Context: an optimization exercise on an open-source flow, tuned for small area, a short achievable clock period and few clock cycles. The choices shown serve that exercise and are no tape-out recipe.
Where RTL was checked, it was by simulation tests only, not by an equivalence proof against the original.
Function not checked in runs 3 and 4: the RTL went through the layout flow alone.
Power figures rest on the tool's default switching activity, not on a simulated workload.

==> flow/design.v <==
package buffet_pkg;
    localparam int DATA_W = 32;
    localparam int ADDR_W = 4;
    localparam int DEPTH = 16;
    localparam int SB_DEPTH = 4;
    typedef logic [DATA_W-1:0] data_t;
    typedef logic [ADDR_W-1:0] idx_t;
    typedef logic [ADDR_W:0] count_t;
    typedef struct packed {
        idx_t offset;
        logic will_update;
        logic is_shrink;
    } read_req_t;
    typedef struct packed {
        logic en;
        idx_t idx;
        data_t data;
    } wr_port_t;
    typedef enum logic {
        RD_IDLE,
        RD_WAIT
    } rd_state_e;
endpackage
`timescale 1ns/1ps
module buffet_window (
    input  logic                clk,
    input  logic                nreset_i,
    input  logic                push_valid_i,
    input  logic                credit_req_i,
    input  logic                shrink_i,
    input  buffet_pkg::idx_t    shrink_amount_i,
    output buffet_pkg::count_t  head_o,
    output buffet_pkg::count_t  tail_o,
    output buffet_pkg::count_t  tail1_o,
    output buffet_pkg::count_t  occ_o,
    output buffet_pkg::count_t  occ1_o,
    output logic                credit_valid_o,
    output buffet_pkg::count_t  credit_o
);
    buffet_pkg::count_t head_q;
    buffet_pkg::count_t tail_q;
    buffet_pkg::count_t tail1_q;
    buffet_pkg::count_t occ_q;
    buffet_pkg::count_t occ1_q;
    buffet_pkg::count_t amt;
    assign amt = shrink_i ? buffet_pkg::count_t'(shrink_amount_i) : '0;
    always_ff @(posedge clk or negedge nreset_i) begin
        if (!nreset_i) begin
            head_q <= '0;
            tail_q <= '0;
            tail1_q <= 5'd1;
            occ_q <= '0;
            occ1_q <= 5'd1;
        end else begin
            if (push_valid_i) begin
                tail_q <= tail1_q;
                tail1_q <= tail1_q + 1'b1;
                occ_q <= occ1_q - amt;
                occ1_q <= occ1_q + 1'b1 - amt;
            end else begin
                occ_q <= occ_q - amt;
                occ1_q <= occ1_q - amt;
            end
            if (shrink_i) begin
                head_q <= head_q + buffet_pkg::count_t'(shrink_amount_i);
            end
        end
    end
    assign head_o = head_q;
    assign tail_o = tail_q;
    assign tail1_o = tail1_q;
    assign occ_o = occ_q;
    assign occ1_o = occ1_q;
    always_ff @(posedge clk or negedge nreset_i) begin
        if (!nreset_i) begin
            credit_valid_o <= 1'b0;
        end else begin
            credit_valid_o <= credit_req_i;
        end
    end
    always_ff @(posedge clk) begin
        credit_o <= buffet_pkg::count_t'(buffet_pkg::DEPTH) - occ_q;
    end
endmodule
`timescale 1ns/1ps
module buffet_update_tracker (
    input  logic                 clk,
    input  logic                 nreset_i,
    input  logic                 update_valid_i,
    input  buffet_pkg::idx_t     update_offset_i,
    input  buffet_pkg::data_t    update_data_i,
    input  buffet_pkg::idx_t     head_i,
    input  buffet_pkg::wr_port_t push_wr_i,
    input  logic                 alloc_i,
    input  buffet_pkg::idx_t     alloc_idx_i,
    output logic [1:0]           wu_v_o,
    output buffet_pkg::idx_t     wu_idx0_o,
    output buffet_pkg::idx_t     wu_idx1_o,
    output logic [1:0]           wu_next_o,
    output logic [1:0]           wu_sel_o,
    output logic [1:0]           wu_retire_o,
    output logic                 wu_room_o,
    output buffet_pkg::wr_port_t ram_wr_o
);
    logic [1:0] v_q;
    logic [1:0] arr_q;
    logic old_q;
    buffet_pkg::idx_t idx_q [2];
    buffet_pkg::data_t data_q [2];
    buffet_pkg::idx_t upd_idx;
    logic [1:0] nxt;
    logic [1:0] wait_upd;
    logic [1:0] arrive;
    logic [1:0] sel;
    logic [1:0] wr;
    logic [1:0] drop;
    logic [1:0] retire;
    logic [1:0] take;
    assign upd_idx = head_i + update_offset_i;
    assign nxt[0] = !v_q[0];
    assign nxt[1] = v_q[0] && !v_q[1];
    assign take = alloc_i ? nxt : 2'b00;
    assign wait_upd = v_q & ~arr_q;
    assign arrive[0] = update_valid_i && wait_upd[0] && !(wait_upd[1] && old_q);
    assign arrive[1] = update_valid_i && wait_upd[1] && !(wait_upd[0] && !old_q);
    assign sel[0] = arr_q[0];
    assign sel[1] = arr_q[1] && !arr_q[0];
    assign wr = push_wr_i.en ? 2'b00 : sel;
    always_comb begin
        for (int k = 0; k < 2; k++) begin
            drop[k] = arr_q[k] && push_wr_i.en && (idx_q[k] == push_wr_i.idx);
        end
    end
    assign retire = wr | drop;
    always_ff @(posedge clk or negedge nreset_i) begin
        if (!nreset_i) begin
            v_q <= '0;
            arr_q <= '0;
            old_q <= 1'b0;
        end else begin
            v_q <= (v_q & ~retire) | take;
            arr_q <= (arr_q & ~retire) | arrive;
            if (take[0]) begin
                old_q <= v_q[1] && !retire[1];
            end else if (take[1]) begin
                old_q <= !(v_q[0] && !retire[0]);
            end
        end
    end
    always_ff @(posedge clk) begin
        for (int k = 0; k < 2; k++) begin
            if (!v_q[k]) begin
                idx_q[k] <= alloc_idx_i;
            end else if (arrive[k]) begin
                idx_q[k] <= upd_idx;
            end
            if (arrive[k]) begin
                data_q[k] <= update_data_i;
            end
        end
    end
    assign wu_v_o = v_q;
    assign wu_idx0_o = idx_q[0];
    assign wu_idx1_o = idx_q[1];
    assign wu_next_o = nxt;
    assign wu_sel_o = sel;
    assign wu_retire_o = retire;
    assign wu_room_o = !(v_q[0] && v_q[1]);
    always_comb begin
        if (push_wr_i.en) begin
            ram_wr_o = push_wr_i;
        end else begin
            ram_wr_o.en = |arr_q;
            ram_wr_o.idx = arr_q[0] ? idx_q[0] : idx_q[1];
            ram_wr_o.data = arr_q[0] ? data_q[0] : data_q[1];
        end
    end
endmodule
`timescale 1ns/1ps
module buffet_read_ctrl #(
    parameter int QD = 3
) (
    input  logic                  clk,
    input  logic                  nreset_i,
    input  logic                  read_valid_i,
    input  buffet_pkg::read_req_t read_req_i,
    input  logic                  read_data_ready_i,
    input  buffet_pkg::count_t    head_i,
    input  buffet_pkg::count_t    tail1_i,
    input  buffet_pkg::count_t    occ_i,
    input  buffet_pkg::count_t    occ1_i,
    input  logic                  push_valid_i,
    input  logic [1:0]            wu_v_i,
    input  buffet_pkg::idx_t      wu_idx0_i,
    input  buffet_pkg::idx_t      wu_idx1_i,
    input  logic [1:0]            wu_next_i,
    input  logic [1:0]            wu_sel_i,
    input  logic [1:0]            wu_retire_i,
    input  logic                  wu_room_i,
    input  buffet_pkg::data_t     ram_wr_data_i,
    output logic                  read_ready_o,
    output logic                  shrink_o,
    output buffet_pkg::idx_t      shrink_amount_o,
    output logic                  alloc_o,
    output buffet_pkg::idx_t      ram_rd_idx_o,
    output logic [buffet_pkg::DEPTH-1:0] ram_rd_sel_o,
    input  buffet_pkg::data_t     ram_rd_data_i,
    output logic                  read_data_valid_o,
    output buffet_pkg::data_t     read_data_o
);
    localparam int AW = buffet_pkg::ADDR_W;
    logic [QD-1:0][AW:0] q_pos_q;
    logic [QD-1:0] q_wu_q;
    logic [QD-1:0] q_pd_q;
    logic [QD-1:0] q_nx_q;
    logic [QD-1:0] q_b0_q;
    logic [QD-1:0] q_b1_q;
    logic [QD-1:0] q_v_q;
    logic ready_q;
    logic [buffet_pkg::DEPTH-1:0] rd_oh_q;
    logic [AW:0] pos0_d;
    logic byp;
    logic accept;
    logic enq;
    logic issue;
    logic byp_push;
    logic byp_upd;
    logic unblocked;
    logic [QD:0][AW:0] e_pos;
    logic [QD:0] e_wu;
    logic [QD:0] e_pd;
    logic [QD:0] e_nx;
    logic [QD:0] e_b0_held;
    logic [QD:0] e_b1_held;
    logic [QD:0] e_b0_gone;
    logic [QD:0] e_b1_gone;
    logic [QD:0] valid_ext;
    logic [QD-1:0] valid_prev;
    logic [QD-1:0][AW:0] pos_a;
    logic [QD-1:0][AW:0] pos_b;
    logic [QD-1:0] wu_a, wu_b, pd_a, pd_b, nx_a, nx_b, b0_a, b0_b, b1_a, b1_b;
    logic [QD-1:0] v_a;
    logic [QD-1:0] v_b;
    buffet_pkg::count_t off;
    buffet_pkg::idx_t rel_wu0;
    buffet_pkg::idx_t rel_wu1;
    buffet_pkg::idx_t rel_pos0;
    logic [1:0] take;
    assign read_ready_o = ready_q;
    assign accept = read_valid_i && ready_q;
    assign enq = accept && !read_req_i.is_shrink;
    assign shrink_o = accept && read_req_i.is_shrink;
    assign shrink_amount_o = read_req_i.offset;
    assign byp_push = push_valid_i && q_nx_q[0];
    assign byp_upd = !push_valid_i &&
                     ((q_b0_q[0] && wu_sel_i[0]) || (q_b1_q[0] && wu_sel_i[1]));
    assign unblocked = !(q_b0_q[0] || q_b1_q[0]) || byp_upd;
    assign issue = q_v_q[0] && (q_pd_q[0] || byp_push) && unblocked &&
                   read_data_ready_i && (!q_wu_q[0] || wu_room_i);
    assign alloc_o = issue && q_wu_q[0];
    assign ram_rd_idx_o = q_pos_q[0][AW-1:0];
    assign take = q_wu_q[0] ? wu_next_i : 2'b00;
    always_comb begin
        for (int i = 0; i < QD; i++) begin
            e_pos[i] = q_pos_q[i];
            e_wu[i] = q_wu_q[i];
            e_pd[i] = q_pd_q[i] || (push_valid_i && q_nx_q[i]);
            e_nx[i] = push_valid_i ? (q_pos_q[i] == tail1_i) : q_nx_q[i];
            e_b0_held[i] = q_b0_q[i] && !wu_retire_i[0];
            e_b1_held[i] = q_b1_q[i] && !wu_retire_i[1];
            e_b0_gone[i] = e_b0_held[i] ||
                           (take[0] && q_pos_q[0][AW-1:0] == q_pos_q[i][AW-1:0]);
            e_b1_gone[i] = e_b1_held[i] ||
                           (take[1] && q_pos_q[0][AW-1:0] == q_pos_q[i][AW-1:0]);
        end
    end
    assign off = buffet_pkg::count_t'(read_req_i.offset);
    assign rel_wu0 = wu_idx0_i - head_i[AW-1:0];
    assign rel_wu1 = wu_idx1_i - head_i[AW-1:0];
    assign rel_pos0 = q_pos_q[0][AW-1:0] - head_i[AW-1:0];
    always_comb begin
        e_pos[QD] = head_i + off;
        e_wu[QD] = read_req_i.will_update;
        e_pd[QD] = (off < occ_i) || (push_valid_i && off == occ_i);
        e_nx[QD] = push_valid_i ? (off == occ1_i) : (off == occ_i);
        e_b0_held[QD] = wu_v_i[0] && !wu_retire_i[0] && rel_wu0 == read_req_i.offset;
        e_b1_held[QD] = wu_v_i[1] && !wu_retire_i[1] && rel_wu1 == read_req_i.offset;
        e_b0_gone[QD] = e_b0_held[QD] || (take[0] && rel_pos0 == read_req_i.offset);
        e_b1_gone[QD] = e_b1_held[QD] || (take[1] && rel_pos0 == read_req_i.offset);
    end
    assign valid_ext = {1'b0, q_v_q};
    assign valid_prev = {q_v_q[QD-2:0], 1'b1};
    always_comb begin
        for (int i = 0; i < QD; i++) begin
            v_b[i] = q_v_q[i] || (enq && valid_prev[i]);
            pos_b[i] = q_v_q[i] ? e_pos[i] : e_pos[QD];
            wu_b[i] = q_v_q[i] ? e_wu[i] : e_wu[QD];
            pd_b[i] = q_v_q[i] ? e_pd[i] : e_pd[QD];
            nx_b[i] = q_v_q[i] ? e_nx[i] : e_nx[QD];
            b0_b[i] = q_v_q[i] ? e_b0_held[i] : e_b0_held[QD];
            b1_b[i] = q_v_q[i] ? e_b1_held[i] : e_b1_held[QD];
            v_a[i] = valid_ext[i+1] || (enq && q_v_q[i]);
            pos_a[i] = valid_ext[i+1] ? e_pos[i+1] : e_pos[QD];
            wu_a[i] = valid_ext[i+1] ? e_wu[i+1] : e_wu[QD];
            pd_a[i] = valid_ext[i+1] ? e_pd[i+1] : e_pd[QD];
            nx_a[i] = valid_ext[i+1] ? e_nx[i+1] : e_nx[QD];
            b0_a[i] = valid_ext[i+1] ? e_b0_gone[i+1] : e_b0_gone[QD];
            b1_a[i] = valid_ext[i+1] ? e_b1_gone[i+1] : e_b1_gone[QD];
        end
    end
    always_ff @(posedge clk or negedge nreset_i) begin
        if (!nreset_i) begin
            q_v_q <= '0;
            ready_q <= 1'b1;
        end else if (issue) begin
            q_v_q <= v_a;
            ready_q <= !v_a[QD-1];
        end else begin
            q_v_q <= v_b;
            ready_q <= !v_b[QD-1];
        end
    end
    assign pos0_d = issue ? pos_a[0] : pos_b[0];
    always_ff @(posedge clk) begin
        for (int r = 0; r < buffet_pkg::DEPTH; r++) begin
            rd_oh_q[r] <= (pos0_d[AW-1:0] == buffet_pkg::idx_t'(r));
        end
    end
    always_ff @(posedge clk) begin
        if (issue) begin
            q_pos_q <= pos_a;
            q_wu_q <= wu_a;
            q_pd_q <= pd_a;
            q_nx_q <= nx_a;
            q_b0_q <= b0_a;
            q_b1_q <= b1_a;
        end else begin
            q_pos_q <= pos_b;
            q_wu_q <= wu_b;
            q_pd_q <= pd_b;
            q_nx_q <= nx_b;
            q_b0_q <= b0_b;
            q_b1_q <= b1_b;
        end
    end
    always_ff @(posedge clk or negedge nreset_i) begin
        if (!nreset_i) begin
            read_data_valid_o <= 1'b0;
        end else begin
            read_data_valid_o <= issue;
        end
    end
    assign byp = byp_push || byp_upd;
    assign ram_rd_sel_o = byp ? '0 : rd_oh_q;
    always_ff @(posedge clk) begin
        read_data_o <= ram_rd_data_i | (ram_wr_data_i & {buffet_pkg::DATA_W{byp}});
    end
endmodule
`timescale 1ns/1ps
module buffet_data_ram (
    input  logic                 clk,
    input  buffet_pkg::wr_port_t wr_i,
    input  logic [buffet_pkg::DEPTH-1:0] rd_sel_i,
    output buffet_pkg::data_t    rd_data_o
);
    logic [buffet_pkg::DEPTH-1:0][buffet_pkg::DATA_W-1:0] mem;
    always_ff @(posedge clk) begin
        for (int r = 0; r < buffet_pkg::DEPTH; r++) begin
            if (wr_i.en && wr_i.idx == buffet_pkg::idx_t'(r)) begin
                mem[r] <= wr_i.data;
            end
        end
    end
    always_comb begin
        rd_data_o = '0;
        for (int r = 0; r < buffet_pkg::DEPTH; r++) begin
            rd_data_o = rd_data_o | (mem[r] & {buffet_pkg::DATA_W{rd_sel_i[r]}});
        end
    end
endmodule
`timescale 1ns/1ps
module buffet_top (
    input  logic                  clk,
    input  logic                  nreset_i,
    input  logic                  push_valid_i,
    input  buffet_pkg::data_t     push_data_i,
    input  logic                  credit_req_i,
    output logic                  credit_valid_o,
    output buffet_pkg::count_t    credit_o,
    input  logic                  read_valid_i,
    input  buffet_pkg::read_req_t read_req_i,
    output logic                  read_ready_o,
    output logic                  read_data_valid_o,
    output buffet_pkg::data_t     read_data_o,
    input  logic                  read_data_ready_i,
    input  logic                  update_valid_i,
    input  buffet_pkg::idx_t      update_offset_i,
    input  buffet_pkg::data_t     update_data_i
);
    buffet_pkg::count_t head;
    buffet_pkg::count_t tail;
    buffet_pkg::count_t tail1;
    buffet_pkg::count_t occ;
    buffet_pkg::count_t occ1;
    logic shrink;
    buffet_pkg::idx_t shrink_amount;
    logic alloc;
    logic [1:0] wu_v;
    buffet_pkg::idx_t wu_idx0;
    buffet_pkg::idx_t wu_idx1;
    logic [1:0] wu_next;
    logic [1:0] wu_sel;
    logic [1:0] wu_retire;
    logic wu_room;
    buffet_pkg::idx_t ram_rd_idx;
    logic [buffet_pkg::DEPTH-1:0] ram_rd_sel;
    buffet_pkg::data_t ram_rd_data;
    buffet_pkg::wr_port_t push_wr;
    buffet_pkg::wr_port_t ram_wr;
    buffet_window u_window (
        .clk             (clk),
        .nreset_i        (nreset_i),
        .push_valid_i    (push_valid_i),
        .credit_req_i    (credit_req_i),
        .shrink_i        (shrink),
        .shrink_amount_i (shrink_amount),
        .head_o          (head),
        .tail_o          (tail),
        .tail1_o         (tail1),
        .occ_o           (occ),
        .occ1_o          (occ1),
        .credit_valid_o  (credit_valid_o),
        .credit_o        (credit_o)
    );
    always_comb begin
        push_wr.en = push_valid_i;
        push_wr.idx = tail[buffet_pkg::ADDR_W-1:0];
        push_wr.data = push_data_i;
    end
    buffet_update_tracker u_tracker (
        .clk             (clk),
        .nreset_i        (nreset_i),
        .update_valid_i  (update_valid_i),
        .update_offset_i (update_offset_i),
        .update_data_i   (update_data_i),
        .head_i          (head[buffet_pkg::ADDR_W-1:0]),
        .push_wr_i       (push_wr),
        .alloc_i         (alloc),
        .alloc_idx_i     (ram_rd_idx),
        .wu_v_o          (wu_v),
        .wu_idx0_o       (wu_idx0),
        .wu_idx1_o       (wu_idx1),
        .wu_next_o       (wu_next),
        .wu_sel_o        (wu_sel),
        .wu_retire_o     (wu_retire),
        .wu_room_o       (wu_room),
        .ram_wr_o        (ram_wr)
    );
    buffet_read_ctrl u_read_ctrl (
        .clk               (clk),
        .nreset_i          (nreset_i),
        .read_valid_i      (read_valid_i),
        .read_req_i        (read_req_i),
        .read_data_ready_i (read_data_ready_i),
        .head_i            (head),
        .tail1_i           (tail1),
        .occ_i             (occ),
        .occ1_i            (occ1),
        .push_valid_i      (push_valid_i),
        .wu_v_i            (wu_v),
        .wu_idx0_i         (wu_idx0),
        .wu_idx1_i         (wu_idx1),
        .wu_next_i         (wu_next),
        .wu_sel_i          (wu_sel),
        .wu_retire_i       (wu_retire),
        .wu_room_i         (wu_room),
        .ram_wr_data_i     (ram_wr.data),
        .read_ready_o      (read_ready_o),
        .shrink_o          (shrink),
        .shrink_amount_o   (shrink_amount),
        .alloc_o           (alloc),
        .ram_rd_idx_o      (ram_rd_idx),
        .ram_rd_sel_o      (ram_rd_sel),
        .ram_rd_data_i     (ram_rd_data),
        .read_data_valid_o (read_data_valid_o),
        .read_data_o       (read_data_o)
    );
    buffet_data_ram u_ram (
        .clk         (clk),
        .wr_i        (ram_wr),
        .rd_sel_i    (ram_rd_sel),
        .rd_data_o   (ram_rd_data)
    );
endmodule
==> flow/flow/run.sh <==
#!/bin/bash
# The standard layout, with three changes to how it is made: adders
# are left to ABC as plain gates (no full/half adder cells), sizing may
# change a cell's footprint, and the port buffers are buf_4 cells.
# make's output goes to make.log; each ORFS step keeps its own log under
# orfs/logs
set -euo pipefail
bash standard.sh ADDER_MAP_FILE= MATCH_CELL_FOOTPRINT=0 \
    "BUFFER_PORTS_ARGS=-buffer_cell sky130_fd_sc_hd__buf_4" finish > make.log 2>&1
==> flow/standard.sh <==
#!/bin/bash
# synth_recipe.tcl (not shown) runs the flow's synth.tcl, then flattens the netlist and writes it again
# the make line also repeats each setting of config.mk as NAME=value (left out here)
make -C /OpenROAD-flow-scripts/flow DESIGN_CONFIG=/design/flow/config.mk WORK_HOME=/design/flow/orfs CLKGATE_MAP_FILE= SYNTH_SCRIPT=/design/flow/synth_recipe.tcl "${@:-finish}"
==> flow/config.mk <==
export PLATFORM = sky130hd
export DESIGN_NAME = buffet_top
export DESIGN_NICKNAME = buffet_top
export VERILOG_FILES = /design/flow/design.v
export SDC_FILE = /design/flow/constraint.sdc
export NUM_CORES = 4
export LEC_CHECK = 0
export ABC_CLOCK_PERIOD_IN_PS = 2200
export CAP_MARGIN = 20
export CORE_MARGIN = 2
export CORE_UTILIZATION = 65
export CTS_CLUSTER_DIAMETER = 80
export CTS_CLUSTER_SIZE = 24
export SETUP_SLACK_MARGIN = 2.25
export SLEW_MARGIN = 20
==> flow/constraint.sdc <==
create_clock -name core_clock -period 4.4 [get_ports {clk}]
set_input_delay 0.8800 -clock core_clock [delete_from_list [all_inputs] [get_ports {clk}]]
set_output_delay 0.8800 -clock core_clock [all_outputs]
set_load 0.01 [all_outputs]
==> key figures, run 1 <==
Clocking
  • Number of buffers added by the clock tree synthesis step: 36
  • Clock transition at the register clock pins on the worst setup and hold paths after CTS: 0.09 ns
  • Clock sinks: around 700
  • Root buffer cell: sky130_fd_sc_hd__clkbuf_16
  • # H-tree levels: 2
  • Post-CTS Hold Fix Bufs: 0
  • Clock tree from TritonCTS: yes
  • Insertion delay to the later sink of the worst-skew pair: 0.59 ns
  • Maximum number of buffers from clock root to sink: 3

Floorplan
  • DIE AREA: 43600 sq um
  • Initial cell density of the core: 65.5%
  • Floorplan Core Area: 41700 sq um
  • Number of ports placed on the die boundary: between 100 and 150
  • Die width: 209 um
  • Row count: 75
  • Die height: around 210 um

Power
  • Leakage dissipation: around 11 nW
  • Worst vdd ir: 0.000641 V
  • Power per Cell Area: 687 nW/um^2

Global routing
  • Total Routing Usage GR: 33.9%
  • Global-route layer with the greatest usage: met2
  • Antenna violations before repair: 0
  • Global-route met2 utilization: 54.5%
  • Met3 track demand over resource: 5.43%
  • Met1 global-route usage: between 40% and 50%
  • Total grt overflow: 0
  • First-pass GRT wire length: ~110000 um
  • Number of global-route vias before repair: 16900
  • Maximum number of pins on one net before global-route repair: 52

Synthesis
  • Cell Area, Synth: 27300 sq um
  • Sequential element share of the synthesized area: 73.7%
  • Number of enable flip-flop cells after synthesis: 587
  • Post-synth net total: 1908
  • Cells taking the most area after synthesis: sky130_fd_sc_hd__edfxtp_1 (65%), sky130_fd_sc_hd__dfxtp_1 (5.9%), sky130_fd_sc_hd__a22oi_1 (4.8%)
  • Yosys warnings: 7
  • Portion of synthesized cell area occupied by the leading cell type: 64.6%
  • Fraction of registers with async set or reset after synthesis: 4.99%
  • Post-synthesis instance total: ~1800
  • Commonest register cell after synthesis: sky130_fd_sc_hd__edfxtp_1
  • Number of flip-flops and latches in the synthesized netlist: about 700
  • Mean Syn Cell Area: 14.9 sq um
  • Cell type with the largest total area after synthesis: sky130_fd_sc_hd__edfxtp_1
  • Library cells used by synthesis: 68

Timing
  • Setup Skew: 0.0267 ns
  • Period utilisation layout: 51.8%
  • Final setup slack of the worst path: 2.12 ns
  • Final min period: about 2.3 ns
  • Measured slew at the worst slew-check pin: 1.12 ns
  • Hold Fails Final Rpt: 0
  • Worst slew margin relative to its limit: 25.2%
  • Count of final max-slew check failures: 0
  • Fmax: 439 MHz
  • Setup repair after global routing missed its margin: true
  • Setup total negative slack: 0 ns
  • Setup-failing EPs final: 0

Placement
  • Final RePlAce weighted congestion: 0.897
  • # port buffers: 120
  • Placement-stage cell area: about 29000 sq um
  • HPWL after detailed placement: between 40000 and 50000 um
  • Post-place setup slack: 0.992 ns

Outcome
  • Result of the run: complete, no violations

Setup path
  • Reg-to-reg slack, setup: 2.12 ns
  • Most frequent cell on the critical path: sky130_fd_sc_hd__buf_6
  • Data arrival, critical path: 2.74 ns
  • CP Capture Type: flop
  • Worst Reg2Reg Path Length in Cells: 12
  • Highest cell delay on the worst timing path: 0.53 ns
  • Critical register-to-register path startpoint: u_tracker.arr_q[0]
  • Critical path, cell by cell: buf_6 > nand3b_1 > a21oi_2 > o2111ai_2 > buf_6 > inv_8 > nor2_4 > a221oi_2 > buf_4 > inv_4 > nand2b_4 > nor3_1
  • Standard cell with the maximum stage delay on the critical path: sky130_fd_sc_hd__dfrtp_4
  • Max FO, Critical Path: 6
  • Startpoint types: flop
  • Req. time, crit path: 4.86 ns
  • Type of the worst setup path: reg -> reg
  • End of the worst register-to-register path: u_read_ctrl.rd_oh_q[10]

Route
  • # DRC: 0
  • Final ANT Viol Nets: 0
  • Post-Route WL: 74500 um
  • Via count: 17500
  • Detailed-route wire length per cell: about 29 um
  • Number of optimization iterations in the first detailed-route pass: 5
  • Via-to-Cell Ratio: just under 7
  • 1st-iter DRT viols: 2383

Final layout
  • Summed area of non-filler cells in the final layout: around 32000 sq um
  • Total inserted antenna cells: 0
  • Area added between synthesis and finish: 16.0%
  • Number of nets at the end of the flow: 2103
  • Share of layout cells above drive strength 1: 22.7%

Flow run
  • Number of maximum-capacitance violations: 0

Min path
  • Classification of the worst-slack hold path: in -> async
==> worst max path at each step <==
stage                                  start                     endpoint  slack (ns)  cells after the start
after global routing      u_tracker.arr_q[0]      u_read_ctrl.rd_oh_q[10]        2.04                     12
after floorplan                 push_valid_i                 u_ram.mem[0]        1.60                      6
after detailed placement        push_valid_i  u_read_ctrl.read_data_o[28]        0.99                      6
after CTS                 u_window.head_q[0]       u_read_ctrl.rd_oh_q[2]        2.11                      8
after global placement          push_valid_i   u_read_ctrl.read_data_o[5]        1.10                      6
final                     u_tracker.arr_q[0]      u_read_ctrl.rd_oh_q[10]        2.12                     12
==> sequential cells by signal, indices dropped and copies added (netlist names) <==
signal	count
u_window.credit_o	5
u_tracker.arr_q	2
u_tracker.data_q	64
u_ram.mem	512
u_tracker.old_q	1
u_window.credit_valid_o	1
u_read_ctrl.q_b0_q	3
u_read_ctrl.q_b1_q	3
u_read_ctrl.q_pos_q	15
u_read_ctrl.read_data_valid_o	1
u_window.occ_q	5
u_read_ctrl.q_v_q	3
u_read_ctrl.read_data_o	32
u_read_ctrl.q_nx_q	3
u_window.occ1_q	5
u_read_ctrl.rd_oh_q	16
u_read_ctrl.ready_q	1
u_window.head_q	5
u_window.tail1_q	5
u_window.tail_q	4
u_read_ctrl.q_pd_q	3
u_read_ctrl.q_wu_q	3
u_tracker.idx_q	8
u_tracker.v_q	2
==> placed cells by master (no fill, tap or decap), types with 43 or more instances in the layout <==
cell | synthesis | layout
sky130_fd_sc_hd__edfxtp_1 | 587 | 587
sky130_fd_sc_hd__buf_4 | 3 | 223
sky130_fd_sc_hd__a22oi_1 | 174 | 171
sky130_fd_sc_hd__nand2_1 | 132 | 120
sky130_fd_sc_hd__dfxtp_1 | 80 | 73
sky130_fd_sc_hd__nand3_1 | 64 | 58
sky130_fd_sc_hd__o21ai_0 | 70 | 57
sky130_fd_sc_hd__xnor2_1 | 52 | 48
sky130_fd_sc_hd__nor2_1 | 64 | 47
sky130_fd_sc_hd__a22o_1 | 46 | 46
sky130_fd_sc_hd__a221oi_1 | 44 | 43
==> stage by stage <==
stage | utilization (%) | power [mW] | hold WS [ns] | cells
after CTS | 74.7 | 21.2 | 0.270 | 2561
after floorplan | - | 14.2 | 0.425 | 1827
after global routing | 76.0 | 22.6 | 0.279 | 2588
after detailed placement | 69.9 | 16.8 | 0.468 | 2441
after global placement | 69.9 | 16.7 | 0.448 | 2441
final | 76.0 | 21.8 | 0.246 | 2588
==> synth_stat cells (16+ instances only) <==
| cell | instances |
|---|---|
| sky130_fd_sc_hd__buf_2 | 16 |
| sky130_fd_sc_hd__xnor2_1 | 52 |
| sky130_fd_sc_hd__a21oi_1 | 34 |
| sky130_fd_sc_hd__mux2i_1 | 35 |
| sky130_fd_sc_hd__dfrtp_1 | 32 |
| sky130_fd_sc_hd__nor3_1 | 36 |
| sky130_fd_sc_hd__nand4_1 | 25 |
| sky130_fd_sc_hd__mux2_2 | 20 |
| sky130_fd_sc_hd__o21ai_0 | 70 |
| sky130_fd_sc_hd__edfxtp_1 | 587 |
| sky130_fd_sc_hd__nand2b_1 | 29 |
| sky130_fd_sc_hd__dfxtp_1 | 80 |
| sky130_fd_sc_hd__nor2_1 | 64 |
| sky130_fd_sc_hd__nand3_1 | 64 |
| sky130_fd_sc_hd__a22oi_1 | 174 |
| sky130_fd_sc_hd__clkbuf_1 | 79 |
| sky130_fd_sc_hd__xor2_1 | 33 |
| sky130_fd_sc_hd__a22o_1 | 46 |
| sky130_fd_sc_hd__nand2_1 | 132 |
| sky130_fd_sc_hd__a221oi_1 | 44 |
| sky130_fd_sc_hd__inv_1 | 22 |
| sky130_fd_sc_hd__o31a_1 | 21 |
==> critical path, delay by kind of cell (launching register included) <==
family          cells  cell delay (ns)
buf+inv             5             0.64
compound gates      3             0.62
flops               1             0.53
simple gates        4             0.38
==> timing repair <==
action,in CTS,in global routing
pin swaps,24,26
setup buffers,50,24
setup endpoints to repair,865,671
gates resized for setup,98,68
cloned,5,3
==> cell families (layout without fill, tap and decap cells) <==
kind of cell,Yosys count,in the layout,share of synthesized area [%]
multiplexers,55,55,2.11
XOR/XNOR,89,89,3.04
flip-flops,702,702,73.7
AO/OA/AOI/OAI,453,455,12.1
buffers and inverters,134,352,2.04
AND/OR/NAND/NOR,387,389,6.78
adder cells (fa/ha/maj),7,7,0.261
==> final cells by class <==
class	instances	area, sq um
inverter	24	110
multi-input combinational	995	7280
timing repair buffer	262	2310
clock inverter	6	91.3
timing repair inverter	1	5.00
fill	2513	10000
tap	539	674
sequential	702	20100
clock buffer	59	1040
==> layer usage <==
layer | part of all wire, % | wire length (um)
met5 | 0 | 0
met4 | 3.1 | 2330
met3 | 10 | 7490
met2 | 48 | 35900
met1 | 39 | 28800
==> where the power goes <==
part           switching (mW)  internal, mW  total, mW
clock network            2.04          1.72       3.77
registers                1.18          8.94       10.1
logic                    4.68          3.19       7.87
total                    7.90          13.9       21.8
Testbench counts, summed over its fixed seeds: cycles 9,660.
==> run 2: changes to the inputs <==
==> flow/config.mk (replaced) <==
export PLATFORM = sky130hd
export DESIGN_NAME = buffet_top
export DESIGN_NICKNAME = buffet_top
export VERILOG_FILES = /design/flow/design.v
export SDC_FILE = /design/flow/constraint.sdc
export NUM_CORES = 4
export LEC_CHECK = 0
export ABC_CLOCK_PERIOD_IN_PS = 2100
export CAP_MARGIN = 20
export CORE_MARGIN = 2
export CORE_UTILIZATION = 40
export SETUP_SLACK_MARGIN = 2.3
export SLEW_MARGIN = 20
==> key figures, run 2 <==
Outcome
  • Result of the run: complete, no violations

Power
  • Overall power after layout: 25.4 mW
  • Worst vdd ir: roughly 0.00047 V
  • Leakage dissipation: between 10 and 15 nW
  • Power per Cell Area: 715 nW/um^2

Setup path
  • Max FO, Critical Path: 8
  • Req. time, crit path: approximately 4.7 ns
  • Data arrival, critical path: roughly 2.7 ns
  • End point of the critical path: u_ram.mem[463]
  • Reg-to-reg slack, setup: 2.06 ns
  • End of the worst register-to-register path: u_ram.mem[463]
  • Worst Reg2Reg Path Length in Cells: 8
  • Startpoint types: flop
  • CP Capture Type: flop
  • Critical register-to-register path startpoint: u_tracker.arr_q[0]
  • Type of the worst setup path: reg -> reg
  • Startpoint of the worst setup timing path: u_tracker.arr_q[0]

Clocking
  • Maximum number of buffers from clock root to sink: 3
  • Post-CTS Hold Fix Bufs: 0
  • Insertion delay to the later sink of the worst-skew pair: roughly 0.63 ns
  • Number of buffers added by the clock tree synthesis step: 72
  • Clock transition at the register clock pins on the worst setup and hold paths after CTS: 0.06 ns
  • # H-tree levels: 3
  • Clock sinks: 702
  • Clock tree from TritonCTS: yes
  • Root buffer cell: sky130_fd_sc_hd__clkbuf_16

Timing
  • Setup total negative slack: 0 ns
  • Count of final max-slew check failures: 0
  • Fmax: 428 MHz
  • Setup Skew: 0.0282 ns
  • Hold Fails Final Rpt: 0
  • Final min period: approximately 2.3 ns
  • Worst slew margin relative to its limit: 39.3%
  • Period utilisation layout: between 50% and 60%
  • Setup-failing EPs final: 0
  • Setup repair after global routing missed its margin: true
  • Measured slew at the worst slew-check pin: ~0.9 ns

Synthesis
  • Portion of synthesized cell area occupied by the leading cell type: 64.6%
  • Top post-synthesis cells by count: sky130_fd_sc_hd__edfxtp_1 (587), sky130_fd_sc_hd__a22oi_1 (174), sky130_fd_sc_hd__nand2_1 (132)
  • Post-synth net total: 1908
  • Commonest register cell after synthesis: sky130_fd_sc_hd__edfxtp_1
  • Mean Syn Cell Area: 14.9 sq um
  • Number of flip-flops and latches in the synthesized netlist: 702
  • Post-synthesis instance total: 1827
  • Sequential element share of the synthesized area: 73.7%
  • Library cells used by synthesis: 68
  • Cells taking the most area after synthesis: sky130_fd_sc_hd__edfxtp_1 (65%), sky130_fd_sc_hd__dfxtp_1 (5.9%), sky130_fd_sc_hd__a22oi_1 (4.8%)
  • Top-count cell post-synth: sky130_fd_sc_hd__edfxtp_1
  • Yosys warnings: 7
  • Cell type with the largest total area after synthesis: sky130_fd_sc_hd__edfxtp_1
  • Number of enable flip-flop cells after synthesis: 587
  • Cell Area, Synth: ~27000 sq um
  • Fraction of registers with async set or reset after synthesis: 4.99%

Route
  • Via count: 18400
  • Post-Route WL: 87500 um
  • Via-to-Cell Ratio: around 6.0
  • Detailed-route wire length per cell: 28.4 um
  • # DRC: 0
  • Number of optimization iterations in the first detailed-route pass: 5
  • Final ANT Viol Nets: 0
  • 1st-iter DRT viols: roughly 2200

Floorplan
  • Number of ports placed on the die boundary: about 120
  • Die height: about 270 um
  • Floorplan Core Area: just under 70000 sq um
  • Row count: between 90 and 100
  • Die width: 265 um
  • DIE AREA: 70300 sq um
  • Initial cell density of the core: 40.5%

Min path
  • Classification of the worst-slack hold path: in -> async

Final layout
  • Most common cell after layout, fill and taps aside: sky130_fd_sc_hd__edfxtp_1
  • Number of nets at the end of the flow: 2228
  • Highest-count cells in the layout ignoring fill and taps: sky130_fd_sc_hd__edfxtp_1 (587), sky130_fd_sc_hd__buf_4 (216), sky130_fd_sc_hd__a22oi_1 (171)
  • Final Non-Filler Cells: 3081
  • Area of combinational cells with multiple inputs: ~7500 sq um
  • Share of layout cells above drive strength 1: 29.5%
  • Register bank with the most flops: u_ram.mem
  • Summed area of non-filler cells in the final layout: 35500 sq um
  • Biggest regs: u_ram.mem x512, u_tracker.data_q x64, u_read_ctrl.read_data_o x32
  • Sequential cell area in the final layout: 20100 sq um
  • Area added between synthesis and finish: 30.3%
  • Number of flip-flops under the largest register name: 512
  • Fill count: between 5000 and 6000

Global routing
  • Total Routing Usage GR: between 20% and 30%
  • Total grt overflow: 0
  • Antenna violations before repair: 2
  • First-pass GRT wire length: between 100000 and 150000 um
  • Number of global-route vias before repair: 17600
  • Maximum number of pins on one net before global-route repair: 55

Placement
  • Final RePlAce weighted congestion: roughly 0.86
  • HPWL after detailed placement: 45900 um
  • Placement-stage cell area: ~30000 sq um
  • # port buffers: 120
  • Placed Cells: 2772

Flow run
  • Number of maximum-capacitance violations: 0
[run 2: cell types whose count changed in the layout (fill, tap and decap cells not counted), sizes merged]
cell,delta
diode,+1
nor2,-2
buf,+58
o21a,-1
nand2,+1
o311a,-1
inv,+1
clkinv,+19
clkinvlp,+3
clkbuf,+77
bufinv,+3
[run 2: routing by layer]
metal	wire length (um)	global-route usage [%]
met1	34400	31.0
met2	41300	36.9
met3	9010	5.04
met4	2810	7.79
met5	12	0.208
[run 2: worst min-delay path by stage]
stage,end,slack [ns],cells past startpoint
4_1_cts,u_window.head_q[2],0.24,1
5_1_grt,u_window.credit_valid_o,0.27,1
2_1_floorplan,u_read_ctrl.q_wu_q[2],0.43,2
3_5_place_dp,u_read_ctrl.q_wu_q[2],0.45,2
3_3_place_gp,u_read_ctrl.q_wu_q[2],0.44,2
6_report,u_window.credit_valid_o,0.24,1
[run 2: cell families (layout without fill, tap and decap cells)]
family / after synthesis / in the layout / share of synthesized area [%]
flops: 702 / 702 / 73.7
xor+xnor: 89 / 89 / 3.04
other cells: 0 / 1 / 0
fa+ha+maj: 7 / 7 / 0.261
compound gates: 453 / 453 / 12.1
buf+inv: 134 / 513 / 2.04
mux: 55 / 55 / 2.11
simple gates: 387 / 388 / 6.78
[run 2: what timing repair did]
item                       4_1_cts  5_1_grt
gates cloned                    17       32
pin swaps                       27       36
buffers inserted                62       63
hold endpoints to repair         0        0
setup endpoints to repair      949      743
gates resized for setup        172      167
[run 2: per-stage QoR]
step                      utilization (%)  setup slack [ns]  hold WS (ns)
final                                52.7              2.06         0.236
after CTS                            49.7              2.16         0.242
after floorplan                         -              1.60         0.425
after detailed placement             43.8             0.879         0.451
after global routing                 52.7              2.00         0.273
after global placement               43.8             0.980         0.442
[run 2: critical path, cell delays in order (launching register included)]
cell                        delay, ns
sky130_fd_sc_hd__dfrtp_4         0.54
sky130_fd_sc_hd__buf_6           0.15
sky130_fd_sc_hd__buf_12          0.13
sky130_fd_sc_hd__mux2i_4         0.20
sky130_fd_sc_hd__o21ai_4         0.29
sky130_fd_sc_hd__nand3_4         0.19
sky130_fd_sc_hd__nor2_4          0.18
sky130_fd_sc_hd__buf_12          0.15
sky130_fd_sc_hd__clkbuf_16       0.20
[run 2: where the power goes]
part	internal, mW	switching, mW	total (mW)
Combinational	3.96	5.24	9.20
Clock	3.55	2.55	6.09
Sequential	8.96	1.16	10.1
[run 2: cell type report]
| type | instances | area share (%) |
|---|---|---|
| Clock buffer | 102 | 5.85 |
| Timing Repair inverter | 1 | 0.0317 |
| Sequential cell | 702 | 56.7 |
| Tap cell | 873 | 3.07 |
| Inverter | 24 | 0.363 |
| Timing Repair Buffer | 354 | 12.1 |
| Antenna cell | 1 | 0.00704 |
| Multi-Input combinational cell | 992 | 21.2 |
| Clock inverter | 32 | 0.764 |
==> run 3: changes to the inputs <==
--- a/flow/design.v
+++ b/flow/design.v
@@ -220,3 +220,4 @@
     logic [buffet_pkg::DEPTH-1:0] rd_oh_q;
-    logic [AW:0] pos0_d;
+    logic [buffet_pkg::DEPTH-1:0] oh_new;
+    logic [buffet_pkg::DEPTH-1:0] oh_next;
     logic byp;
@@ -224,3 +225,13 @@
     logic enq;
-    logic issue;
+    logic cand_avail;
+    logic issue_ok;
+    logic issue_all;
+    logic deq;
+    logic enq_q;
+    logic cand_q;
+    logic cand_wu;
+    logic cand_b0;
+    logic cand_b1;
+    logic in_blk0;
+    logic in_blk1;
     logic byp_push;
@@ -253,10 +264,18 @@
     assign shrink_amount_o = read_req_i.offset;
-    assign byp_push = push_valid_i && q_nx_q[0];
-    assign byp_upd = !push_valid_i &&
-                     ((q_b0_q[0] && wu_sel_i[0]) || (q_b1_q[0] && wu_sel_i[1]));
-    assign unblocked = !(q_b0_q[0] || q_b1_q[0]) || byp_upd;
-    assign issue = q_v_q[0] && (q_pd_q[0] || byp_push) && unblocked &&
-                   read_data_ready_i && (!q_wu_q[0] || wu_room_i);
-    assign alloc_o = issue && q_wu_q[0];
-    assign ram_rd_idx_o = q_pos_q[0][AW-1:0];
+    assign cand_q = q_v_q[0];
+    assign cand_wu = cand_q ? q_wu_q[0] : read_req_i.will_update;
+    assign in_blk0 = wu_v_i[0] && rel_wu0 == read_req_i.offset;
+    assign in_blk1 = wu_v_i[1] && rel_wu1 == read_req_i.offset;
+    assign cand_b0 = cand_q ? q_b0_q[0] : in_blk0;
+    assign cand_b1 = cand_q ? q_b1_q[0] : in_blk1;
+    assign byp_push = push_valid_i && (cand_q ? q_nx_q[0] : (off == occ_i));
+    assign byp_upd = !push_valid_i && ((cand_b0 && wu_sel_i[0]) || (cand_b1 && wu_sel_i[1]));
+    assign unblocked = !(cand_b0 || cand_b1) || byp_upd;
+    assign cand_avail = (cand_q ? q_pd_q[0] : enq && off < occ_i) || byp_push;
+    assign issue_ok = (cand_q || enq) && unblocked && read_data_ready_i && (!cand_wu || wu_room_i);
+    assign issue_all = cand_avail && issue_ok;
+    assign deq = issue_all && cand_q;
+    assign enq_q = enq && !(issue_all && !cand_q);
+    assign alloc_o = issue_all && cand_wu;
+    assign ram_rd_idx_o = cand_q ? q_pos_q[0][AW-1:0] : e_pos[QD][AW-1:0];
     assign take = q_wu_q[0] ? wu_next_i : 2'b00;
@@ -294,3 +313,3 @@
         for (int i = 0; i < QD; i++) begin
-            v_b[i] = q_v_q[i] || (enq && valid_prev[i]);
+            v_b[i] = q_v_q[i] || (enq_q && valid_prev[i]);
             pos_b[i] = q_v_q[i] ? e_pos[i] : e_pos[QD];
@@ -301,3 +320,3 @@
             b1_b[i] = q_v_q[i] ? e_b1_held[i] : e_b1_held[QD];
-            v_a[i] = valid_ext[i+1] || (enq && q_v_q[i]);
+            v_a[i] = valid_ext[i+1] || (enq_q && q_v_q[i]);
             pos_a[i] = valid_ext[i+1] ? e_pos[i+1] : e_pos[QD];
@@ -314,3 +333,3 @@
             ready_q <= 1'b1;
-        end else if (issue) begin
+        end else if (deq) begin
             q_v_q <= v_a;
@@ -322,6 +341,13 @@
     end
-    assign pos0_d = issue ? pos_a[0] : pos_b[0];
-    always_ff @(posedge clk) begin
+    always_comb begin
         for (int r = 0; r < buffet_pkg::DEPTH; r++) begin
-            rd_oh_q[r] <= (pos0_d[AW-1:0] == buffet_pkg::idx_t'(r));
+            oh_new[r] = (e_pos[QD][AW-1:0] == buffet_pkg::idx_t'(r));
+            oh_next[r] = (q_pos_q[1][AW-1:0] == buffet_pkg::idx_t'(r));
+        end
+    end
+    always_ff @(posedge clk) begin
+        if (deq) begin
+            rd_oh_q <= q_v_q[1] ? oh_next : oh_new;
+        end else begin
+            rd_oh_q <= q_v_q[0] ? rd_oh_q : oh_new;
         end
@@ -329,3 +355,3 @@
     always_ff @(posedge clk) begin
-        if (issue) begin
+        if (deq) begin
             q_pos_q <= pos_a;
@@ -349,3 +375,3 @@
         end else begin
-            read_data_valid_o <= issue;
+            read_data_valid_o <= issue_all;
         end
@@ -353,3 +379,3 @@
     assign byp = byp_push || byp_upd;
-    assign ram_rd_sel_o = byp ? '0 : rd_oh_q;
+    assign ram_rd_sel_o = byp ? '0 : (cand_q ? rd_oh_q : oh_new);
     always_ff @(posedge clk) begin
--- a/flow/config.mk
+++ b/flow/config.mk
@@ -7,7 +7,9 @@
 export LEC_CHECK = 0
-export ABC_CLOCK_PERIOD_IN_PS = 2100
+export ABC_CLOCK_PERIOD_IN_PS = 2200
 export CAP_MARGIN = 20
 export CORE_MARGIN = 2
-export CORE_UTILIZATION = 40
-export SETUP_SLACK_MARGIN = 2.3
+export CORE_UTILIZATION = 60
+export CTS_CLUSTER_DIAMETER = 80
+export CTS_CLUSTER_SIZE = 24
+export SETUP_SLACK_MARGIN = 2.2
 export SLEW_MARGIN = 20
==> key figures, run 3 <==
Outcome
  • Result of the run: complete, no violations

Placement
  • Final RePlAce weighted congestion: 0.931
  • HPWL after detailed placement: 62700 um
  • # port buffers: 120

Route
  • 1st-iter DRT viols: 5743
  • WL met1: 40800 um
  • Post-Route WL: 120000 um
  • # DRC: 0
  • Routed met2 length: 49800 um
  • Final ANT Viol Nets: 0
  • Via-to-Cell Ratio: 7.46
  • Detailed-route wire length per cell: 36.1 um
  • Via count: 24800
  • Top layer in use: met5
  • Routed wl met3: 20600 um
  • Number of optimization iterations in the first detailed-route pass: 12

Floorplan
  • Die height: about 230 um
  • Initial cell density of the core: 61.0%
  • Row count: 82
  • Floorplan Core Area: 50300 sq um
  • Number of ports placed on the die boundary: 121
  • Die width: 230 um
  • DIE AREA: 52900 sq um

Clocking
  • Clock tree from TritonCTS: yes
  • Insertion delay to the later sink of the worst-skew pair: 0.62 ns
  • Clock transition at the register clock pins on the worst setup and hold paths after CTS: 0.10 ns
  • Clock sinks: between 700 and 800
  • Number of buffers added by the clock tree synthesis step: 37
  • # H-tree levels: 2
  • Root buffer cell: sky130_fd_sc_hd__clkbuf_16
  • Maximum number of buffers from clock root to sink: 3

Setup path
  • Reg-to-reg slack, setup: 1.40 ns
  • Startpoint of the worst setup timing path: u_window.head_q[1]
  • Startpoint types: flop
  • Type of the worst setup path: reg -> reg
  • Req. time, crit path: approximately 4.8 ns
  • End point of the critical path: u_read_ctrl.q_pos_q[3]
  • Worst Reg2Reg Path Length in Cells: 9
  • End of the worst register-to-register path: u_read_ctrl.q_pos_q[3]
  • Data arrival, critical path: approximately 3.4 ns
  • Critical register-to-register path startpoint: u_window.head_q[1]
  • Max FO, Critical Path: 7
  • CP Capture Type: flop

Final layout
  • Most common cell after layout, fill and taps aside: sky130_fd_sc_hd__edfxtp_1
  • Area of combinational cells with multiple inputs: between 10000 and 15000 sq um
  • Final Core Density: 76.7%
  • Number of flip-flops under the largest register name: just over 500
  • Area added between synthesis and finish: 25.8%
  • Number of nets at the end of the flow: 2706
  • Register bank with the most flops: u_ram.mem
  • Fill count: between 3000 and 4000
  • Highest-count cells in the layout ignoring fill and taps: sky130_fd_sc_hd__edfxtp_1 (590), sky130_fd_sc_hd__buf_4 (277), sky130_fd_sc_hd__a22oi_1 (172)
  • Sequential cell area in the final layout: 20200 sq um
  • Biggest regs: u_ram.mem x512, u_tracker.data_q x64, u_read_ctrl.read_data_o x32
  • Share of layout cells above drive strength 1: 28.5%

Synthesis
  • Post-synth net total: about 2400
  • Top post-synthesis cells by count: sky130_fd_sc_hd__edfxtp_1 (590), sky130_fd_sc_hd__a22oi_1 (182), sky130_fd_sc_hd__nand2_1 (163)
  • Commonest register cell after synthesis: sky130_fd_sc_hd__edfxtp_1
  • Cell type with the largest total area after synthesis: sky130_fd_sc_hd__edfxtp_1
  • Library cells used by synthesis: 94
  • Post-synthesis instance total: 2321
  • Mean Syn Cell Area: roughly 13 sq um
  • Portion of synthesized cell area occupied by the leading cell type: 57.8%
  • Sequential element share of the synthesized area: between 60 and 70%
  • Cells taking the most area after synthesis: sky130_fd_sc_hd__edfxtp_1 (58%), sky130_fd_sc_hd__dfxtp_1 (5.0%), sky130_fd_sc_hd__a22oi_1 (4.5%)
  • Number of flip-flops and latches in the synthesized netlist: 702
  • Fraction of registers with async set or reset after synthesis: roughly 5%
  • Cell Area, Synth: 30600 sq um
  • Number of enable flip-flop cells after synthesis: 590
  • Top-count cell post-synth: sky130_fd_sc_hd__edfxtp_1
  • Yosys warnings: 7

Power
  • Internal Pwr Total: 16.5 mW
  • Share of total power in combinational logic: between 40% and 50%
  • Sequential Power Share: 37.1%
  • Clock share of power: 13.9%
  • Switching share of power: 42.0%
  • Power per Cell Area: about 740 nW/um^2
  • Worst vdd ir: 0.000504 V
  • P_sw: 11.9 mW
  • Leakage dissipation: around 13 nW

Global routing
  • Antenna violations before repair: 5
  • Total grt overflow: 0
  • Number of global-route vias before repair: 23300
  • Maximum number of pins on one net before global-route repair: 65
  • First-pass GRT wire length: about 160000 um
  • Total Routing Usage GR: 41.3%

Timing
  • Count of final max-slew check failures: 0
  • Hold Fails Final Rpt: 0
  • Final min period: approximately 3.0 ns
  • Setup total negative slack: 0 ns
  • Setup-failing EPs final: 0
  • Worst slew margin relative to its limit: 12.3%
  • Setup Skew: 0.0359 ns
  • Fmax: 333 MHz
  • Period utilisation layout: a little under 70%
  • Measured slew at the worst slew-check pin: ~1.3 ns
  • Setup repair after global routing missed its margin: true
  • Post-route worst hold slack: 0.234 ns

Min path
  • Classification of the worst-slack hold path: in -> async

Flow run
  • Number of maximum-capacitance violations: 0
## run 3: how the worst min path moves through the flow
stage,end,slack [ns],cells after the start
2_1_floorplan,u_window.credit_o[0],0.35,0
3_3_place_gp,u_read_ctrl.read_data_o[24],0.44,1
3_5_place_dp,u_read_ctrl.read_data_o[8],0.46,1
4_1_cts,u_window.occ_q[3],0.24,1
5_1_grt,u_window.occ_q[3],0.28,1
6_report,u_window.occ_q[3],0.23,1
## run 3: stage by stage
stage                     setup WS (ns)  power [mW]  instances  instance area [sq um]
final                              1.40        28.4       3326                  38500
after global routing               1.32        29.0       3326                  38500
after CTS                          1.42        26.0       3231                  36400
after detailed placement          0.382        20.3       3054                  33200
after global placement            0.404        20.1       3053                  33200
after floorplan                    1.09        16.4       2321                  31400
## run 3: per-layer routing
layer	up-vias	global-route usage, %
li1	9857	-
met1	11800	56.7
met2	2494	60.1
met3	611	11.6
met4	6	21.8
met5	-	0
## run 3: cell families after synthesis
kind of cell | Yosys count | synth area share [%]
compound gates | 709 | 17.4
mux | 72 | 2.48
flops | 702 | 65.7
simple gates | 531 | 8.39
buf+inv | 202 | 2.67
fa+ha+maj | 7 | 0.229
xor+xnor | 98 | 3.08
## run 3: critical path, cell delays in order, from the launching register on
cell and delay (ns):
sky130_fd_sc_hd__dfrtp_2 0.48, sky130_fd_sc_hd__buf_6 0.15, sky130_fd_sc_hd__xor3_2 0.25, sky130_fd_sc_hd__nor4b_2 0.25, sky130_fd_sc_hd__a311oi_2 0.07, sky130_fd_sc_hd__buf_4 0.17
sky130_fd_sc_hd__a2111oi_4 0.53, sky130_fd_sc_hd__o31ai_4 0.19, sky130_fd_sc_hd__or2_4 0.33, sky130_fd_sc_hd__mux2_4 0.32
## run 3: cell type report
class	instances	area share, %
well taps	672	2.18
repair buffers	436	12.7
flip-flops and latches	702	52.3
diodes	1	0.00649
inverters	28	0.282
clock buffers	60	2.74
clock inverters	7	0.263
multi-input cells	1420	29.5
## run 3: power groups by stage
stage / registers [mW] / logic, mW / clock network [mW]
6_report: 10.5 / 13.9 / 3.95
5_1_grt: 10.6 / 14.2 / 4.15
4_1_cts: 10.4 / 11.7 / 3.94
3_5_place_dp: 10.5 / 9.81 / 0
3_3_place_gp: 10.5 / 9.63 / 0
2_1_floorplan: 9.60 / 6.83 / 0
## run 3: timing repair
item | in CTS | in global routing
endpoints found under the setup margin | 1165 | 699
pin swaps | 48 | 72
hold buffers | 0 | 0
gates cloned | 17 | 36
resized for setup | 253 | 177
setup buffers | 93 | 58
==> run 4: changes to the inputs <==
--- a/flow/design.v
+++ b/flow/design.v
@@ -102,3 +102,4 @@
     output logic                 wu_room_o,
-    output buffet_pkg::wr_port_t ram_wr_o
+    output logic [buffet_pkg::DEPTH-1:0] ram_wr_row_o,
+    output buffet_pkg::data_t    ram_wr_data_o
 );
@@ -118,2 +119,7 @@
     logic [1:0] take;
+    logic [1:0] arr_d;
+    buffet_pkg::idx_t idx_d [2];
+    logic [buffet_pkg::DEPTH-1:0] wrow_q;
+    logic [buffet_pkg::DEPTH-1:0] wrow_d;
+    logic [buffet_pkg::DEPTH-1:0] push_row;
     assign upd_idx = head_i + update_offset_i;
@@ -141,3 +147,3 @@
             v_q <= (v_q & ~retire) | take;
-            arr_q <= (arr_q & ~retire) | arrive;
+            arr_q <= arr_d;
             if (take[0]) begin
@@ -149,9 +155,23 @@
     end
-    always_ff @(posedge clk) begin
+    always_comb begin
         for (int k = 0; k < 2; k++) begin
             if (!v_q[k]) begin
-                idx_q[k] <= alloc_idx_i;
+                idx_d[k] = alloc_idx_i;
             end else if (arrive[k]) begin
-                idx_q[k] <= upd_idx;
+                idx_d[k] = upd_idx;
+            end else begin
+                idx_d[k] = idx_q[k];
             end
+        end
+    end
+    assign arr_d = (arr_q & ~retire) | arrive;
+    always_comb begin
+        for (int r = 0; r < buffet_pkg::DEPTH; r++) begin
+            wrow_d[r] = arr_d[0] ? (idx_d[0] == buffet_pkg::idx_t'(r)) :
+                        (arr_d[1] && idx_d[1] == buffet_pkg::idx_t'(r));
+        end
+    end
+    always_ff @(posedge clk) begin
+        for (int k = 0; k < 2; k++) begin
+            idx_q[k] <= idx_d[k];
             if (arrive[k]) begin
@@ -161,2 +181,9 @@
     end
+    always_ff @(posedge clk or negedge nreset_i) begin
+        if (!nreset_i) begin
+            wrow_q <= '0;
+        end else begin
+            wrow_q <= wrow_d;
+        end
+    end
     assign wu_v_o = v_q;
@@ -169,10 +196,8 @@
     always_comb begin
-        if (push_wr_i.en) begin
-            ram_wr_o = push_wr_i;
-        end else begin
-            ram_wr_o.en = |arr_q;
-            ram_wr_o.idx = arr_q[0] ? idx_q[0] : idx_q[1];
-            ram_wr_o.data = arr_q[0] ? data_q[0] : data_q[1];
+        for (int r = 0; r < buffet_pkg::DEPTH; r++) begin
+            push_row[r] = (push_wr_i.idx == buffet_pkg::idx_t'(r));
         end
     end
+    assign ram_wr_row_o = push_wr_i.en ? push_row : wrow_q;
+    assign ram_wr_data_o = push_wr_i.en ? push_wr_i.data : (arr_q[0] ? data_q[0] : data_q[1]);
 endmodule
@@ -387,3 +412,4 @@
     input  logic                 clk,
-    input  buffet_pkg::wr_port_t wr_i,
+    input  logic [buffet_pkg::DEPTH-1:0] wr_row_i,
+    input  buffet_pkg::data_t    wr_data_i,
     input  logic [buffet_pkg::DEPTH-1:0] rd_sel_i,
@@ -394,4 +420,4 @@
         for (int r = 0; r < buffet_pkg::DEPTH; r++) begin
-            if (wr_i.en && wr_i.idx == buffet_pkg::idx_t'(r)) begin
-                mem[r] <= wr_i.data;
+            if (wr_row_i[r]) begin
+                mem[r] <= wr_data_i;
             end
@@ -444,3 +470,4 @@
     buffet_pkg::wr_port_t push_wr;
-    buffet_pkg::wr_port_t ram_wr;
+    logic [buffet_pkg::DEPTH-1:0] ram_wr_row;
+    buffet_pkg::data_t ram_wr_data;
     buffet_window u_window (
@@ -482,3 +509,4 @@
         .wu_room_o       (wu_room),
-        .ram_wr_o        (ram_wr)
+        .ram_wr_row_o    (ram_wr_row),
+        .ram_wr_data_o   (ram_wr_data)
     );
@@ -502,3 +530,3 @@
         .wu_room_i         (wu_room),
-        .ram_wr_data_i     (ram_wr.data),
+        .ram_wr_data_i     (ram_wr_data),
         .read_ready_o      (read_ready_o),
@@ -515,3 +543,4 @@
         .clk         (clk),
-        .wr_i        (ram_wr),
+        .wr_row_i    (ram_wr_row),
+        .wr_data_i   (ram_wr_data),
         .rd_sel_i    (ram_rd_sel),
==> key figures, run 4 <==
Outcome
  • Result of the run: complete, no violations

Timing
  • Setup total negative slack: 0 ns
  • Measured slew at the worst slew-check pin: 1.33 ns
  • Setup Skew: 0.0293 ns
  • Setup-failing EPs final: 0
  • Hold Fails Final Rpt: 0
  • Worst slew margin relative to its limit: ~11%
  • Period utilisation layout: 67.8%
  • Final setup slack of the worst path: 1.41 ns
  • Setup repair after global routing missed its margin: true
  • Fmax: 335 MHz
  • Final min period: around 3.0 ns
  • Count of final max-slew check failures: 0

Global routing
  • Antenna violations before repair: 0
  • Met1 global-route usage: approximately 56%
  • Total Routing Usage GR: 40.0%
  • Met3 track demand over resource: 12.3%
  • Global-route layer with the greatest usage: met2
  • First-pass GRT wire length: 152000 um
  • Maximum number of pins on one net before global-route repair: 60
  • Total grt overflow: 0
  • Global-route met2 utilization: roughly 59%
  • Number of global-route vias before repair: 22400

Clocking
  • Number of buffers added by the clock tree synthesis step: 37
  • # H-tree levels: 2
  • Clock tree from TritonCTS: yes
  • Maximum number of buffers from clock root to sink: 3
  • Root buffer cell: sky130_fd_sc_hd__clkbuf_16
  • Insertion delay to the later sink of the worst-skew pair: slightly above 0.6 ns
  • Post-CTS Hold Fix Bufs: 0
  • Clock sinks: 718
  • Clock transition at the register clock pins on the worst setup and hold paths after CTS: 0.09 ns

Setup path
  • Startpoint types: flop
  • Max FO, Critical Path: 34
  • Data arrival, critical path: 3.50 ns
  • Type of the worst setup path: reg -> reg
  • Critical path, cell by cell: buf_6 > nand2_1 > and4_1 > a211oi_1 > a32o_1 > a221oi_2 > nand3_1 > nor3_2 > o21ai_2
  • CP Capture Type: flop
  • Highest cell delay on the worst timing path: 0.67 ns
  • Standard cell with the maximum stage delay on the critical path: sky130_fd_sc_hd__dfrtp_4
  • Req. time, crit path: 4.92 ns

Final layout
  • Highest-count cells in the layout ignoring fill and taps: sky130_fd_sc_hd__edfxtp_1 (582), sky130_fd_sc_hd__buf_4 (292), sky130_fd_sc_hd__a22oi_1 (170)
  • Fill count: 2945
  • Biggest regs: u_ram.mem x512, u_tracker.data_q x64, u_read_ctrl.read_data_o x32
  • Final Core Density: 78.2%
  • Number of flip-flops under the largest register name: about 510
  • Most common cell after layout, fill and taps aside: sky130_fd_sc_hd__edfxtp_1
  • Share of layout cells above drive strength 1: 32.6%
  • Register bank with the most flops: u_ram.mem
  • Number of nets at the end of the flow: 2707
  • Area added between synthesis and finish: 28.3%
  • Summed area of non-filler cells in the final layout: 39300 sq um
  • Final Non-Filler Cells: 3328

Floorplan
  • Floorplan Core Area: about 50000 sq um
  • Die height: 230 um
  • Initial cell density of the core: 60.9%
  • Number of ports placed on the die boundary: 121
  • Row count: between 80 and 90
  • DIE AREA: 52900 sq um
  • Die width: ~230 um

Power
  • Power per Cell Area: 781 nW/um^2
  • Worst vdd ir: 0.000427 V
  • Leakage dissipation: 13.7 nW

Route
  • 1st-iter DRT viols: between 3000 and 4000
  • Via count: 24000
  • Via-to-Cell Ratio: 7.21
  • Detailed-route wire length per cell: roughly 33 um
  • Final ANT Viol Nets: 0
  • # DRC: 0
  • Post-Route WL: 109000 um
  • Number of optimization iterations in the first detailed-route pass: 9

Synthesis
  • Mean Syn Cell Area: 13.4 sq um
  • Post-synthesis instance total: 2290
  • Number of flip-flops and latches in the synthesized netlist: 718
  • Cell type with the largest total area after synthesis: sky130_fd_sc_hd__edfxtp_1
  • Yosys warnings: 8
  • Post-synth net total: 2371
  • Fraction of registers with async set or reset after synthesis: between 7 and 8%
  • Cells taking the most area after synthesis: sky130_fd_sc_hd__edfxtp_1 (57%), sky130_fd_sc_hd__dfxtp_1 (5.6%), sky130_fd_sc_hd__a22oi_1 (4.4%)
  • Sequential element share of the synthesized area: 66.8%
  • Commonest register cell after synthesis: sky130_fd_sc_hd__edfxtp_1
  • Library cells used by synthesis: 89
  • Number of enable flip-flop cells after synthesis: between 500 and 600
  • Top-count cell post-synth: sky130_fd_sc_hd__edfxtp_1
  • Cell Area, Synth: 30600 sq um
  • Portion of synthesized cell area occupied by the leading cell type: 57.0%
  • Top post-synthesis cells by count: sky130_fd_sc_hd__edfxtp_1 (582), sky130_fd_sc_hd__nand2_1 (183), sky130_fd_sc_hd__a22oi_1 (178)

Flow run
  • Number of maximum-capacitance violations: 0

Placement
  • Final RePlAce weighted congestion: 0.932
  • Post-place setup slack: 0.278 ns
  • Placed Cells: 3027
  • HPWL after detailed placement: ~63000 um
  • # port buffers: 120
  • Placement-stage cell area: 33500 sq um

Min path
  • Classification of the worst-slack hold path: in -> async
## run 4: cell count changes in the layout (fill, tap and decap cells not counted), moves of 15 or more
cell and change:
sky130_fd_sc_hd__a21oi_1 -45, sky130_fd_sc_hd__nand3_1 -40, sky130_fd_sc_hd__o21ai_4 +35, sky130_fd_sc_hd__buf_6 +27, sky130_fd_sc_hd__a221oi_1 -24, sky130_fd_sc_hd__nand2_1 +21
sky130_fd_sc_hd__clkbuf_16 -20, sky130_fd_sc_hd__o22a_1 -17, sky130_fd_sc_hd__buf_4 +15
## run 4: per-stage QoR
stage / power (mW) / hold slack [ns]
floorplan: 17.4 / 0.424
global placement: 21.4 / 0.437
detailed placement: 21.6 / 0.436
CTS: 28.2 / 0.354
global route: 31.5 / 0.363
finish: 30.7 / 0.316
## run 4: final timing paths
path | start | endpoint | slack [ns] | cells after the start
min in group core_clock | credit_req_i | u_window.credit_valid_o | 0.38 | 1
min | nreset_i | u_window.credit_valid_o | 0.32 | 1
max | u_read_ctrl.q_v_q[0] | u_read_ctrl.read_data_o[23] | 1.41 | 9
max in group asynchronous | nreset_i | u_tracker.v_q[1] | 3.49 | 1
min reg2reg | u_ram.mem[356] | u_read_ctrl.read_data_o[4] | 0.47 | 2
max reg2reg | u_read_ctrl.q_v_q[0] | u_read_ctrl.read_data_o[23] | 1.41 | 9
## run 4: cell families (layout without fill, tap and decap cells)
logic type	count (synthesis)	in the layout	share of synthesized area, %
compound gates	665	667	16.4
xor+xnor	101	101	3.18
fa+ha+maj	10	10	0.327
buf+inv	203	564	2.76
flops	718	718	66.8
mux	70	70	2.37
other cells	0	2	0
simple gates	523	524	8.19
## run 4: worst max-delay path: cells and delay by family (launching register included)
family / cells / cell delay (ns)
AO/OA/AOI/OAI: 4 / 0.98
buffers and inverters: 1 / 0.43
flip-flops: 1 / 0.67
AND/OR/NAND/NOR: 4 / 0.80
## run 4: where the power goes
part	switching [mW]	internal (mW)	total, mW
clock	2.20	1.67	3.87
combinational	8.95	6.75	15.7
sequential	1.82	9.33	11.1
total	13.0	17.7	30.7
## run 4: cell type report
cell class / instances / area [sq um] / share of cell area [%]
antenna: 2 / 5.00 / 0.0127
clock buffer: 60 / 1030 / 2.63
clock inverter: 7 / 80.1 / 0.204
inverter: 49 / 196 / 0.500
multi-input combinational: 1372 / 12100 / 30.7
sequential: 718 / 20500 / 52.1
tap: 672 / 841 / 2.14
timing repair buffer: 448 / 4620 / 11.7
## run 4: metal layers
layer / wire (um) / up-vias
li1: - / 9751
met1: 39400 / 11700
met2: 46800 / 2020
met3: 16300 / 475
met4: 6740 / 0
met5: 0 / -
## run 4: what timing repair did
item | 4_1_cts | 5_1_grt
buffers inserted | 118 | 91
endpoints found under the setup margin | 689 | 714
gates resized for setup | 303 | 160
pin swaps | 123 | 99
cloned | 20 | 3

-- afterwards: timing with drivers on the ports --
The flow's constraints put no driver on any port. The routed layouts listed below were extracted and timed again, unchanged, in two steps.
Step 1, drivers: a clkbuf_16 drives clk and a buf_2 each remaining input, both assumed.
Step 2 adds t to the input delays and takes it off the output delays; t is the mean of the earliest and latest rising clock arrival at the registers after step 1. Input paths then give back, and output paths get back, about the clock's delay inside the block.
Slacks: ideal / step 1 / step 2; pairs: ideal / step 1.
| run | t (ns) | slack for setup (ns) | worst register clock-pin slew, ns | worst data-port slew with drivers (ns) | cell pins on the clock port's net |
|---|---|---|---|---|---|
| run 1 | 0.635 | 2.122 / 2.122 / 1.633 | 0.10 / 0.10 | 0.06 | 1 |
| run 2 | 0.671 | 2.061 / 2.061 / 1.570 | 0.07 / 0.07 | 0.11 | 1 |
| run 3 | 0.661 | 1.398 / 1.398 / 0.767 | 0.10 / 0.10 | 0.10 | 1 |
| run 4 | 0.671 | 1.415 / 1.415 / 0.886 | 0.11 / 0.11 | 0.07 | 1 |
After both steps setup and hold are still met in every run listed. The setup slack of run 3, which loses most, moves by 0.000 ns with the drivers and by -0.631 ns with both steps.
